What follows belongs to an exercise in optimizing a design on an open flow for small area, a short achievable clock period and few clock cycles per item; a production flow would make more cautious choices.
The RTL was checked by simulation tests, not by an equivalence proof against the original design.
Power figures rest on the tool's default switching activity, not on a simulated workload.

## the previous run
Design emg_window_rms_alert_top, start of the top module:
module emg_window_rms_alert_top #(
   parameter int WINDOW_LEN = 128
) (
   input  logic                                 clock,
   input  logic                                 reset,
   input  logic                                 req_tvalid,
   output logic                                 req_tready,
   input  logic [emgrms_pkg::REQ_DAT_W-1:0]     req_tdata,
   output logic                                 rsp_tvalid,
   input  logic                                 rsp_tready,
   output logic [emgrms_pkg::RSP_DAT_W-1:0]     rsp_tdata,
   input  logic                                 csr_valid,
   output logic                                 csr_ready,
   input  logic [emgrms_pkg::CSR_IDX_W-1:0]     csr_index,
   input  logic [emgrms_pkg::CSR_DAT_W-1:0]     csr_data
);
Settings: LEC_CHECK=0, CAP_MARGIN=20, CORE_MARGIN=2, CORE_UTILIZATION=40, CTS_BUF_LIST=sky130_fd_sc_hd__clkbuf_16, CTS_CLUSTER_DIAMETER=60, CTS_CLUSTER_SIZE=30, SLEW_MARGIN=20, SETUP_SLACK_MARGIN=6.6; clock period 10.0 ns.
standard.sh (not shown) runs the stock make flow with config.mk's settings and CLKGATE_MAP_FILE= SYNTH_SCRIPT=/design/flow/synth_recipe.tcl, a recipe that flattens the netlist after the stock synthesis.
==> flow/flow/run.sh <==
#!/bin/bash
# The standard layout (standard.sh: standard synthesis, floorplan, place,
# CTS, route, finish) with timing repair aimed well below the clock period:
# repair_timing works on every path with less than SETUP_SLACK_MARGIN ns of
# slack, so a margin of 6.6 ns at the 10 ns clock aims at a 3.4 ns path.
# The constraints (constraint.sdc) are not touched. The whole make output is
# kept in standard.log; ORFS keeps each step's log under orfs/logs/.
set -euo pipefail
echo "export SETUP_SLACK_MARGIN = 6.6" >> config.mk
bash standard.sh > standard.log 2>&1
Testbench counts of the previous run, summed over its fixed seeds: cycles 5,200, items 4,096.
Input-level comparison between the current run and the previous run:
diff --git a/flow/design.v b/flow/design.v
--- a/flow/design.v
+++ b/flow/design.v
@@ -37,23 +37,24 @@
    localparam int SLOT_W = $clog2(WINDOW_LEN);             
    localparam int FILL_W = $clog2(WINDOW_LEN + 1);         
    localparam int SUM_W  = 2 * SW + SLOT_W;                
    localparam int RAD_W  = SUM_W - SLOT_W;                 
    localparam int REM_W  = SW + 2;                         
    localparam int ROWS   = 2;                       
-   localparam int NSTG   = 6;                              
-   localparam int QD     = NSTG + 4;                       
+   localparam int NSTG   = 7;                              
+   localparam int QD     = NSTG + 5;                       
    localparam int QA_W   = $clog2(QD);
    localparam int CR_W   = $clog2(QD + 1);
    function automatic int stage_end(input int s);
       case (s)
-         0: stage_end = 3;
-         1: stage_end = 5;
-         2: stage_end = 7;
+         0: stage_end = 4;
+         1: stage_end = 6;
+         2: stage_end = 8;
          3: stage_end = 9;
-         4: stage_end = 11;
+         4: stage_end = 10;
+         5: stage_end = 11;
          default: stage_end = 12;
       endcase
    endfunction
    logic [SW-1:0]                 bias_ff;
    logic [SW-1:0]                 thr_ff;
    logic [emgrms_pkg::RUNS_W-1:0] runs_ff;
@@ -103,33 +104,39 @@
             else      rdy_ff <= pop || cr_lt;
          end else begin
             rdy_ff <= in_step && (pop || cr_lt);
          end
       end
    end
-   logic [SW-1:0]            raw;
+   logic          in_v, in_q;
+   logic [SW-1:0] in_d;
+   always_ff @(posedge clock) begin
+      if (reset) in_v <= 1'b0;
+      else       in_v <= acc;
+      in_q <= full;
+      in_d <= req_tdata[SW-1:0];
+   end
    logic [SW:0]              dif_a;
    logic [SW-1:0]            dif_b;
    logic [SW-1:0]            rect;
    logic [WINDOW_LEN*SW-1:0] win;
    logic [SW-1:0]            win_last;
    logic                     v1, q1;
    logic [SW-1:0]            o1;
-   assign raw      = req_tdata[SW-1:0];
-   assign dif_a    = {1'b0, raw} - {1'b0, bias_ff};
-   assign dif_b    = bias_ff - raw;
+   assign dif_a    = {1'b0, in_d} - {1'b0, bias_ff};
+   assign dif_b    = bias_ff - in_d;
    assign rect     = dif_a[SW] ? dif_b : dif_a[SW-1:0];
    assign win_last = win[WINDOW_LEN*SW-1 -: SW];
    always_ff @(posedge clock) begin
-      win <= {win[(WINDOW_LEN-1)*SW-1:0], acc ? rect : win_last};
+      win <= {win[(WINDOW_LEN-1)*SW-1:0], in_v ? rect : win_last};
    end
    always_ff @(posedge clock) begin
       if (reset) v1 <= 1'b0;
-      else       v1 <= acc;
-      q1 <= full;
-      o1 <= (acc && full) ? win_last : '0;
+      else       v1 <= in_v;
+      q1 <= in_q;
+      o1 <= (in_v && in_q) ? win_last : '0;
    end
    logic [SW-1:0]    sq_x, sq_y;
    logic [SUM_W-1:0] tree_r [ROWS];
    logic [SUM_W-1:0] r2 [ROWS];
    logic             v2, q2;
    assign sq_x = win[SW-1:0];
@@ -702,12 +709,13 @@
       localparam int T0 = (s == 0) ? 0 : stage_end(s - 1);
       localparam int T1 = stage_end(s);
       logic [RAD_W-1:0] rad_i, rad_c, rad_r;
       logic [REM_W-1:0] rem_i, rem_c, rem_r;
       logic [SW-1:0]    q_i, q_c, q_r;
       logic             v_i, v_r;
+      logic             over_c;
       if (s == 0) begin : g_in
          assign rad_i = sum[SUM_W-1:SLOT_W];
          assign rem_i = '0;
          assign q_i   = '0;
          assign v_i   = v3;
       end else begin : g_in
@@ -733,52 +741,54 @@
                rem_c = rem_sh;
                q_c   = {q_c[SW-2:0], 1'b0};
             end
             rem_c = rem_c & REM_W'((1 << (t + 2)) - 1);
             q_c   = q_c & SW'((1 << (t + 1)) - 1);
          end
+         over_c = (q_c >= thr_ff);
       end
       if (s < NSTG - 1) begin : g_reg
          always_ff @(posedge clock) begin
             if (reset) v_r <= 1'b0;
             else       v_r <= v_i;
             rad_r <= rad_c;
             rem_r <= rem_c;
             q_r   <= q_c;
          end
       end
    end
-   logic [SW-1:0] qmem [QD];
+   logic [SW:0]   qmem [QD];       
    logic [QA_W:0] wp, rp;          
    logic [QA_W:0] rp_inc;
    logic          q_empty;
    logic          lv;
    logic [SW-1:0] lq;
+   logic          lo;
    assign lv      = g_root[NSTG-1].v_i;
    assign lq      = g_root[NSTG-1].q_c;
+   assign lo      = g_root[NSTG-1].over_c;
    assign q_empty = (wp == rp);
    function automatic logic [QA_W:0] ptr_inc(input logic [QA_W:0] p);
       if (p[QA_W-1:0] == QA_W'(QD - 1)) ptr_inc = {~p[QA_W], {QA_W{1'b0}}};
       else                              ptr_inc = p + 1'b1;
    endfunction
    assign rp_inc = ptr_inc(rp);
    always_ff @(posedge clock) begin
-      if (lv) qmem[wp[QA_W-1:0]] <= lq;
+      if (lv) qmem[wp[QA_W-1:0]] <= {lo, lq};
    end
    logic          ov;
    logic [SW-1:0] od_lvl;
    logic [RW-1:0] od_run;
    logic          od_alert;
    logic [SW-1:0] lvl_in;
    logic          over_in;
    logic [RW-1:0] run_inc, run_nx;
    logic          alert_nx;
    logic          run_reach;
    assign pop       = !q_empty && (!ov || rsp_tready);
-   assign lvl_in    = qmem[rp[QA_W-1:0]];
-   assign over_in   = (lvl_in >= thr_ff);
+   assign {over_in, lvl_in} = qmem[rp[QA_W-1:0]];
    assign run_inc   = (od_run == emgrms_pkg::RUN_MAX) ? od_run : od_run + 1'b1;
    assign run_reach = (run_inc >= RW'(runs_ff));
    assign run_nx    = over_in ? run_inc : '0;
    assign alert_nx  = od_alert | (over_in && run_reach);
    always_ff @(posedge clock) begin
       if (reset) begin
## What came out
- met1 routing resource usage after global routing ended up 1.7 points lower on the current run than on the previous run.
- Wire length of the first global-routing pass, the previous run and the current run, lower one = the current run.
- Summary: with the previous run as the reference, initial DRC count in the current run moved down by more than 10%.
- Looking at transition time of the tightest slew-check pin, the current run sits 100 ps above the previous run.
- Side by side, setup slack after placement turned out higher in the current run than in the previous run.
- Fmax: the current run higher than the previous run
- Comparing the two runs side by side, the current run comes out ahead of the previous run on wire length reported by the detailed router.
- Compared with the previous run, the current run shows number of cells produced by synthesis higher by 78.
- Higher maximum vdd drop was reported by the previous run, not the current run.
- From the previous run to the current run the numbers moved as follows: cell area after synthesis increased by 3.3% relative to the old numbers, count of antenna diodes in the layout increased by 4 relative to the old numbers.
- Re count of pins on the block boundary: no difference whatsoever between the current run and the previous run.
Testbench counts of the current run, summed over its fixed seeds: cycles 5,216, items 4,096.

* * *

Another version of the RTL of emg_window_rms_alert_top (not shown whole).
Size: ~4600 cells after synthesis, roughly 2000 flip-flops, about 76 I/O pins, about 56000 um2 of cells after synthesis.
Settings: LEC_CHECK=0, ABC_AREA=1, CAP_MARGIN=20, CORE_MARGIN=2, CORE_UTILIZATION=40, SLEW_MARGIN=20, SETUP_SLACK_MARGIN=7.0, CTS_ARGS=-sink_clustering_enable -repair_clock_nets -sink_clustering_size 30 -sink_clustering_max_diameter 60 -buf_list sky130_fd_sc_hd__clkbuf_16 -dont_use_dummy_load; clock period 10.0 ns.
==> flow/flow/run.sh <==
#!/bin/bash
# The standard layout (standard.sh: standard synthesis, floorplan, place,
# CTS, route, finish) with some settings changed in config.mk:
#  - clock tree: clkbuf_16 only, sink clusters of up to 30 flip-flops within
#    60 um, and no dummy balancing loads.
# The constraints (constraint.sdc) are not touched. The whole make output is
# kept in standard.log; ORFS keeps each step's log under orfs/logs/.
set -euo pipefail
cat >> config.mk <<'CFG'
export SETUP_SLACK_MARGIN = 7.0
export CTS_ARGS = -sink_clustering_enable -repair_clock_nets -sink_clustering_size 30 -sink_clustering_max_diameter 60 -buf_list sky130_fd_sc_hd__clkbuf_16 -dont_use_dummy_load
CFG
bash standard.sh > standard.log 2>&1
Testbench counts at the start, summed over its fixed seeds: cycles 5,192, items 4,096.
Then changed:
--- a/flow/design.v
+++ b/flow/design.v
@@ -32,27 +32,26 @@
    input  logic [emgrms_pkg::CSR_IDX_W-1:0]     csr_index,
    input  logic [emgrms_pkg::CSR_DAT_W-1:0]     csr_data
 );
    localparam int SW     = emgrms_pkg::SAMPLE_W;           
    localparam int RW     = emgrms_pkg::RUN_W;              
    localparam int SLOT_W = $clog2(WINDOW_LEN);             
    localparam int FILL_W = $clog2(WINDOW_LEN + 1);         
    localparam int SUM_W  = 2 * SW + SLOT_W;                
    localparam int RAD_W  = SUM_W - SLOT_W;                 
    localparam int REM_W  = SW + 2;                         
    localparam int ROWS   = 2;                       
    localparam int NSTG   = 5;                              
-   localparam int QD     = NSTG + 4;                       
+   localparam int QD     = NSTG + 5;                       
    localparam int QA_W   = $clog2(QD);
-   localparam int CR_W   = $clog2(QD + 1);
    function automatic int stage_end(input int s);
       case (s)
          0: stage_end = 4;
          1: stage_end = 6;
          2: stage_end = 8;
          3: stage_end = 10;
          default: stage_end = 12;
       endcase
    endfunction
    logic [SW-1:0]                 bias_ff;
    logic [SW-1:0]                 thr_ff;
    logic [emgrms_pkg::RUNS_W-1:0] runs_ff;
@@ -67,45 +66,45 @@
             emgrms_pkg::REG_ALERT_THRESHOLD: thr_ff  <= csr_data;
             emgrms_pkg::REG_RUNS_TO_ALERT:   runs_ff <= csr_data[emgrms_pkg::RUNS_W-1:0];
             default: ;
          endcase
       end
    end
    assign csr_ready = 1'b1;
    logic              rdy_ff;
    logic              acc;
    logic [SLOT_W-1:0] gap;         
    logic [FILL_W-1:0] fill;        
    logic              full;
-   logic [CR_W-1:0]   cred;        
+   logic [QD-1:0]     cred;
    logic              load;        
    logic              cr_lt_m1, cr_lt;
    logic              in_step;
    assign req_tready = rdy_ff;
    assign acc        = req_tvalid && rdy_ff;
    assign full       = (fill == FILL_W'(WINDOW_LEN));
-   assign cr_lt_m1   = (cred < CR_W'(QD - 1));
-   assign cr_lt      = (cred < CR_W'(QD));
+   assign cr_lt_m1   = !cred[QD-2];
+   assign cr_lt      = !cred[QD-1];
    assign in_step    = (gap == {SLOT_W{1'b1}}) || (fill == '0);
    always_ff @(posedge clock) begin
       if (reset) begin
          gap    <= '0;
          fill   <= '0;
          cred   <= '0;
          rdy_ff <= 1'b1;
       end else begin
          gap <= acc ? '0 : gap + 1'b1;
          if (acc && !full) fill <= fill + 1'b1;
-         if (acc && full && !load)      cred <= cred + 1'b1;
-         else if (!(acc && full) && load) cred <= cred - 1'b1;
+         if (acc && full && !load)      cred <= {cred[QD-2:0], 1'b1};
+         else if (!(acc && full) && load) cred <= {1'b0, cred[QD-1:1]};
          if (acc) begin
             if (full) rdy_ff <= load ? cr_lt : cr_lt_m1;
             else      rdy_ff <= load || cr_lt;
          end else begin
             rdy_ff <= in_step && (load || cr_lt);
          end
       end
    end
    logic          in_v, in_q;
    logic [SW-1:0] in_d;
    always_ff @(posedge clock) begin
       if (reset) in_v <= 1'b0;
@@ -765,59 +764,58 @@
    logic          lv;
    logic [SW-1:0] lq;
    logic          lo;
    assign lv      = g_root[NSTG-1].v_i;
    assign lq      = g_root[NSTG-1].q_c;
    assign lo      = g_root[NSTG-1].over_c;
    assign q_empty = (wp == rp);
    function automatic logic [QA_W:0] ptr_inc(input logic [QA_W:0] p);
       if (p[QA_W-1:0] == QA_W'(QD - 1)) ptr_inc = {~p[QA_W], {QA_W{1'b0}}};
       else                              ptr_inc = p + 1'b1;
    endfunction
    assign rp_inc = ptr_inc(rp);
-   logic ld_ok, bypass;
+   logic ld_ok;
    assign ld_ok  = !ov || rsp_tready;
-   assign bypass = q_empty && ld_ok;
    always_ff @(posedge clock) begin
       for (int i = 0; i < QD; i++) begin
-         if (lv && !bypass && wp[QA_W-1:0] == QA_W'(i)) qmem[i] <= {lo, lq};
+         if (lv && wp[QA_W-1:0] == QA_W'(i)) qmem[i] <= {lo, lq};
       end
    end
    logic          ov;
    logic [SW-1:0] od_lvl;
    logic [RW-1:0] od_run;
    logic          od_alert;
    logic [SW-1:0] lvl_in;
    logic          over_in;
    logic [RW-1:0] run_inc, run_nx;
    logic          alert_nx;
    logic          run_reach;
    logic          pop;             
    assign pop       = !q_empty && ld_ok;
-   assign load      = pop || (bypass && lv);
-   assign {over_in, lvl_in} = q_empty ? {lo, lq} : qmem[rp[QA_W-1:0]];
+   assign load      = pop;
+   assign {over_in, lvl_in} = qmem[rp[QA_W-1:0]];
    assign run_inc   = (od_run == emgrms_pkg::RUN_MAX) ? od_run : od_run + 1'b1;
    assign run_reach = (run_inc >= RW'(runs_ff));
    assign run_nx    = over_in ? run_inc : '0;
    assign alert_nx  = od_alert | (over_in && run_reach);
    always_ff @(posedge clock) begin
       if (reset) begin
          wp       <= '0;
          rp       <= '0;
          ov       <= 1'b0;
          od_lvl   <= '0;
          od_run   <= '0;
          od_alert <= 1'b0;
       end else begin
-         if (lv && !bypass) wp <= ptr_inc(wp);
+         if (lv) wp <= ptr_inc(wp);
          if (pop) rp <= rp_inc;
          if (load) begin
             ov       <= 1'b1;
             od_lvl   <= lvl_in;
             od_run   <= run_nx;
             od_alert <= alert_nx;
          end else if (rsp_tready) begin
             ov <= 1'b0;
          end
       end
    end
    assign rsp_tvalid = ov;
Outcome: The changed run produced a clean layout. Core utilization went down by 0.12 points. Fmax is about the same. Setup slack degrades by 7.5 ps. Design area is higher by about 1.2%. Via count grows by 3.4%. Final cell count came out higher by 2.6%.
Testbench counts after the change, summed over its fixed seeds: cycles 5,200, items 4,096.

* * *

Setup of alpha:
Another version of the RTL of emg_window_rms_alert_top (not shown whole).
For scale: ~4100 cells after synthesis, roughly 2100 flip-flops, ~76 I/O pins.
==> flow/config.mk <==
export PLATFORM = sky130hd
export DESIGN_NAME = emg_window_rms_alert_top
export DESIGN_NICKNAME = emg_window_rms_alert_top
export VERILOG_FILES = /design/flow/design.v
export SDC_FILE = /design/flow/constraint.sdc
export NUM_CORES = 4
export LEC_CHECK = 0
export CAP_MARGIN = 20
export CORE_MARGIN = 2
export CORE_UTILIZATION = 40
export SLEW_MARGIN = 20
export SETUP_SLACK_MARGIN = 7.0
export CTS_ARGS = -sink_clustering_enable -repair_clock_nets -sink_clustering_size 30 -sink_clustering_max_diameter 60 -buf_list sky130_fd_sc_hd__clkbuf_16 -dont_use_dummy_load
==> flow/constraint.sdc <==
create_clock -name core_clock -period 10.0 [get_ports {clock}]
set_input_delay 2.0000 -clock core_clock [delete_from_list [all_inputs] [get_ports {clock}]]
set_output_delay 2.0000 -clock core_clock [all_outputs]
set_load 0.01 [all_outputs]
==> flow/flow/run.sh <==
#!/bin/bash
# The standard layout (standard.sh: standard synthesis, floorplan, place,
# CTS, route, finish) with two settings changed in config.mk:
#  - timing repair aims well below the clock period: repair_timing works on
#    every path with less than SETUP_SLACK_MARGIN ns of slack, so a margin of
#    7.0 ns at the 10 ns clock aims at a 3.0 ns path;
#  - clock tree: clkbuf_16 only, sink clusters of up to 30 flip-flops within
#    60 um, and no dummy balancing loads.
# The constraints (constraint.sdc) are not touched. The whole make output is
# kept in standard.log; ORFS keeps each step's log under orfs/logs/.
set -euo pipefail
cat >> config.mk <<'CFG'
export SETUP_SLACK_MARGIN = 7.0
export CTS_ARGS = -sink_clustering_enable -repair_clock_nets -sink_clustering_size 30 -sink_clustering_max_diameter 60 -buf_list sky130_fd_sc_hd__clkbuf_16 -dont_use_dummy_load
CFG
bash standard.sh > standard.log 2>&1
Testbench counts of alpha, summed over its fixed seeds: cycles 5,216, items 4,096.
--- input diff alpha..beta ---
--- a/flow/design.v
+++ b/flow/design.v
@@ -38,13 +38,13 @@
    localparam int FILL_W = $clog2(WINDOW_LEN + 1);         
    localparam int SUM_W  = 2 * SW + SLOT_W;                
    localparam int RAD_W  = SUM_W - SLOT_W;                 
    localparam int REM_W  = SW + 2;                         
    localparam int ROWS   = 2;                       
    localparam int NSTG   = 7;                              
-   localparam int QD     = NSTG + 5;                       
+   localparam int QD     = NSTG + 4;                       
    localparam int QA_W   = $clog2(QD);
    localparam int CR_W   = $clog2(QD + 1);
    function automatic int stage_end(input int s);
       case (s)
          0: stage_end = 4;
          1: stage_end = 6;
@@ -76,13 +76,13 @@
    logic              rdy_ff;
    logic              acc;
    logic [SLOT_W-1:0] gap;         
    logic [FILL_W-1:0] fill;        
    logic              full;
    logic [CR_W-1:0]   cred;        
-   logic              pop;
+   logic              load;        
    logic              cr_lt_m1, cr_lt;
    logic              in_step;
    assign req_tready = rdy_ff;
    assign acc        = req_tvalid && rdy_ff;
    assign full       = (fill == FILL_W'(WINDOW_LEN));
    assign cr_lt_m1   = (cred < CR_W'(QD - 1));
@@ -94,19 +94,19 @@
          fill   <= '0;
          cred   <= '0;
          rdy_ff <= 1'b1;
       end else begin
          gap <= acc ? '0 : gap + 1'b1;
          if (acc && !full) fill <= fill + 1'b1;
-         if (acc && full && !pop)      cred <= cred + 1'b1;
-         else if (!(acc && full) && pop) cred <= cred - 1'b1;
+         if (acc && full && !load)      cred <= cred + 1'b1;
+         else if (!(acc && full) && load) cred <= cred - 1'b1;
          if (acc) begin
-            if (full) rdy_ff <= pop ? cr_lt : cr_lt_m1;
-            else      rdy_ff <= pop || cr_lt;
+            if (full) rdy_ff <= load ? cr_lt : cr_lt_m1;
+            else      rdy_ff <= load || cr_lt;
          end else begin
-            rdy_ff <= in_step && (pop || cr_lt);
+            rdy_ff <= in_step && (load || cr_lt);
          end
       end
    end
    logic          in_v, in_q;
    logic [SW-1:0] in_d;
    always_ff @(posedge clock) begin
@@ -770,47 +770,52 @@
    assign q_empty = (wp == rp);
    function automatic logic [QA_W:0] ptr_inc(input logic [QA_W:0] p);
       if (p[QA_W-1:0] == QA_W'(QD - 1)) ptr_inc = {~p[QA_W], {QA_W{1'b0}}};
       else                              ptr_inc = p + 1'b1;
    endfunction
    assign rp_inc = ptr_inc(rp);
+   logic ld_ok, bypass;
+   assign ld_ok  = !ov || rsp_tready;
+   assign bypass = q_empty && ld_ok;
    always_ff @(posedge clock) begin
-      if (lv) qmem[wp[QA_W-1:0]] <= {lo, lq};
+      if (lv && !bypass) qmem[wp[QA_W-1:0]] <= {lo, lq};
    end
    logic          ov;
    logic [SW-1:0] od_lvl;
    logic [RW-1:0] od_run;
    logic          od_alert;
    logic [SW-1:0] lvl_in;
    logic          over_in;
    logic [RW-1:0] run_inc, run_nx;
    logic          alert_nx;
    logic          run_reach;
-   assign pop       = !q_empty && (!ov || rsp_tready);
-   assign {over_in, lvl_in} = qmem[rp[QA_W-1:0]];
+   logic          pop;             
+   assign pop       = !q_empty && ld_ok;
+   assign load      = pop || (bypass && lv);
+   assign {over_in, lvl_in} = q_empty ? {lo, lq} : qmem[rp[QA_W-1:0]];
    assign run_inc   = (od_run == emgrms_pkg::RUN_MAX) ? od_run : od_run + 1'b1;
    assign run_reach = (run_inc >= RW'(runs_ff));
    assign run_nx    = over_in ? run_inc : '0;
    assign alert_nx  = od_alert | (over_in && run_reach);
    always_ff @(posedge clock) begin
       if (reset) begin
          wp       <= '0;
          rp       <= '0;
          ov       <= 1'b0;
          od_run   <= '0;
          od_alert <= 1'b0;
       end else begin
-         if (lv) wp <= ptr_inc(wp);
-         if (pop) begin
-            rp       <= rp_inc;
+         if (lv && !bypass) wp <= ptr_inc(wp);
+         if (pop) rp <= rp_inc;
+         if (load) begin
             ov       <= 1'b1;
             od_run   <= run_nx;
             od_alert <= alert_nx;
          end else if (rsp_tready) begin
             ov <= 1'b0;
          end
       end
-      if (pop) od_lvl <= lvl_in;
+      if (load) od_lvl <= lvl_in;
    end
    assign rsp_tvalid = ov;
    assign rsp_tdata  = {3'b000, od_alert, od_run, od_lvl};
 endmodule
==> comparison <==
Going from alpha to beta, worst hold slack grows by 0.0063 ns.
For alpha, the end point of the critical path was r2[0][15], unlike beta, where it was g_root[2].rem_r[2].
Between alpha and beta, routed length on met3 is higher for beta, alpha comes in under that.
Flip-flop and latch count (higher): alpha
Between alpha and beta, the flow reports HPWL after detailed placement increasing by a few percent.
Portion of the clock cycle consumed by the worst path in the final layout was higher in beta than in alpha.
beta completed end to end with timing, DRC and antenna clean.
Fraction of power spent switching nets is lower on alpha
NOTE: met1 track demand over resource in beta exceeds that of alpha
Testbench counts of beta, summed over its fixed seeds: cycles 5,208, items 4,096.

-- port drivers added, routing unchanged --
Ports are ideal in the flow. The routed layouts listed here were re-timed in OpenROAD.
Step 1, drivers: a clkbuf_16 drives clock and a buf_2 each remaining input, both assumed.
Step 2 times the ports against the registers' clock, not the clock port: input delays grow and output delays shrink by t, the midpoint of the rising clock arrivals with the driver on.
Three values: ideal ports, drivers, drivers and shift; two values: the first two.
run	shift t [ns]	setup slack, ns	hold slack, ns	worst setup path at the end	worst slew at a driven data input, ns
the previous run	0.803	6.375 / 6.388 / 5.585	0.296 / 0.296 / 0.296	input to register	0.11
the current run	0.810	6.390 / 6.390 / 5.910	0.300 / 0.300 / 0.300	input to register	0.24
the first run of note 2	0.755	6.648 / 6.666 / 5.938	0.256 / 0.256 / 0.256	input to register	0.09
the second run of note 2	0.763	6.640 / 6.640 / 6.017	0.265 / 0.265 / 0.265	input to register	0.11
alpha	0.768	6.623 / 6.623 / 6.268	0.265 / 0.265 / 0.265	input to register	0.14
beta	0.787	6.566 / 6.566 / 6.217	0.271 / 0.271 / 0.271	input to register	0.11
After both steps setup and hold are still met in every run listed. For the previous run, which loses most, drivers alone change the setup slack by +0.013 ns; drivers and shift together by -0.790 ns.
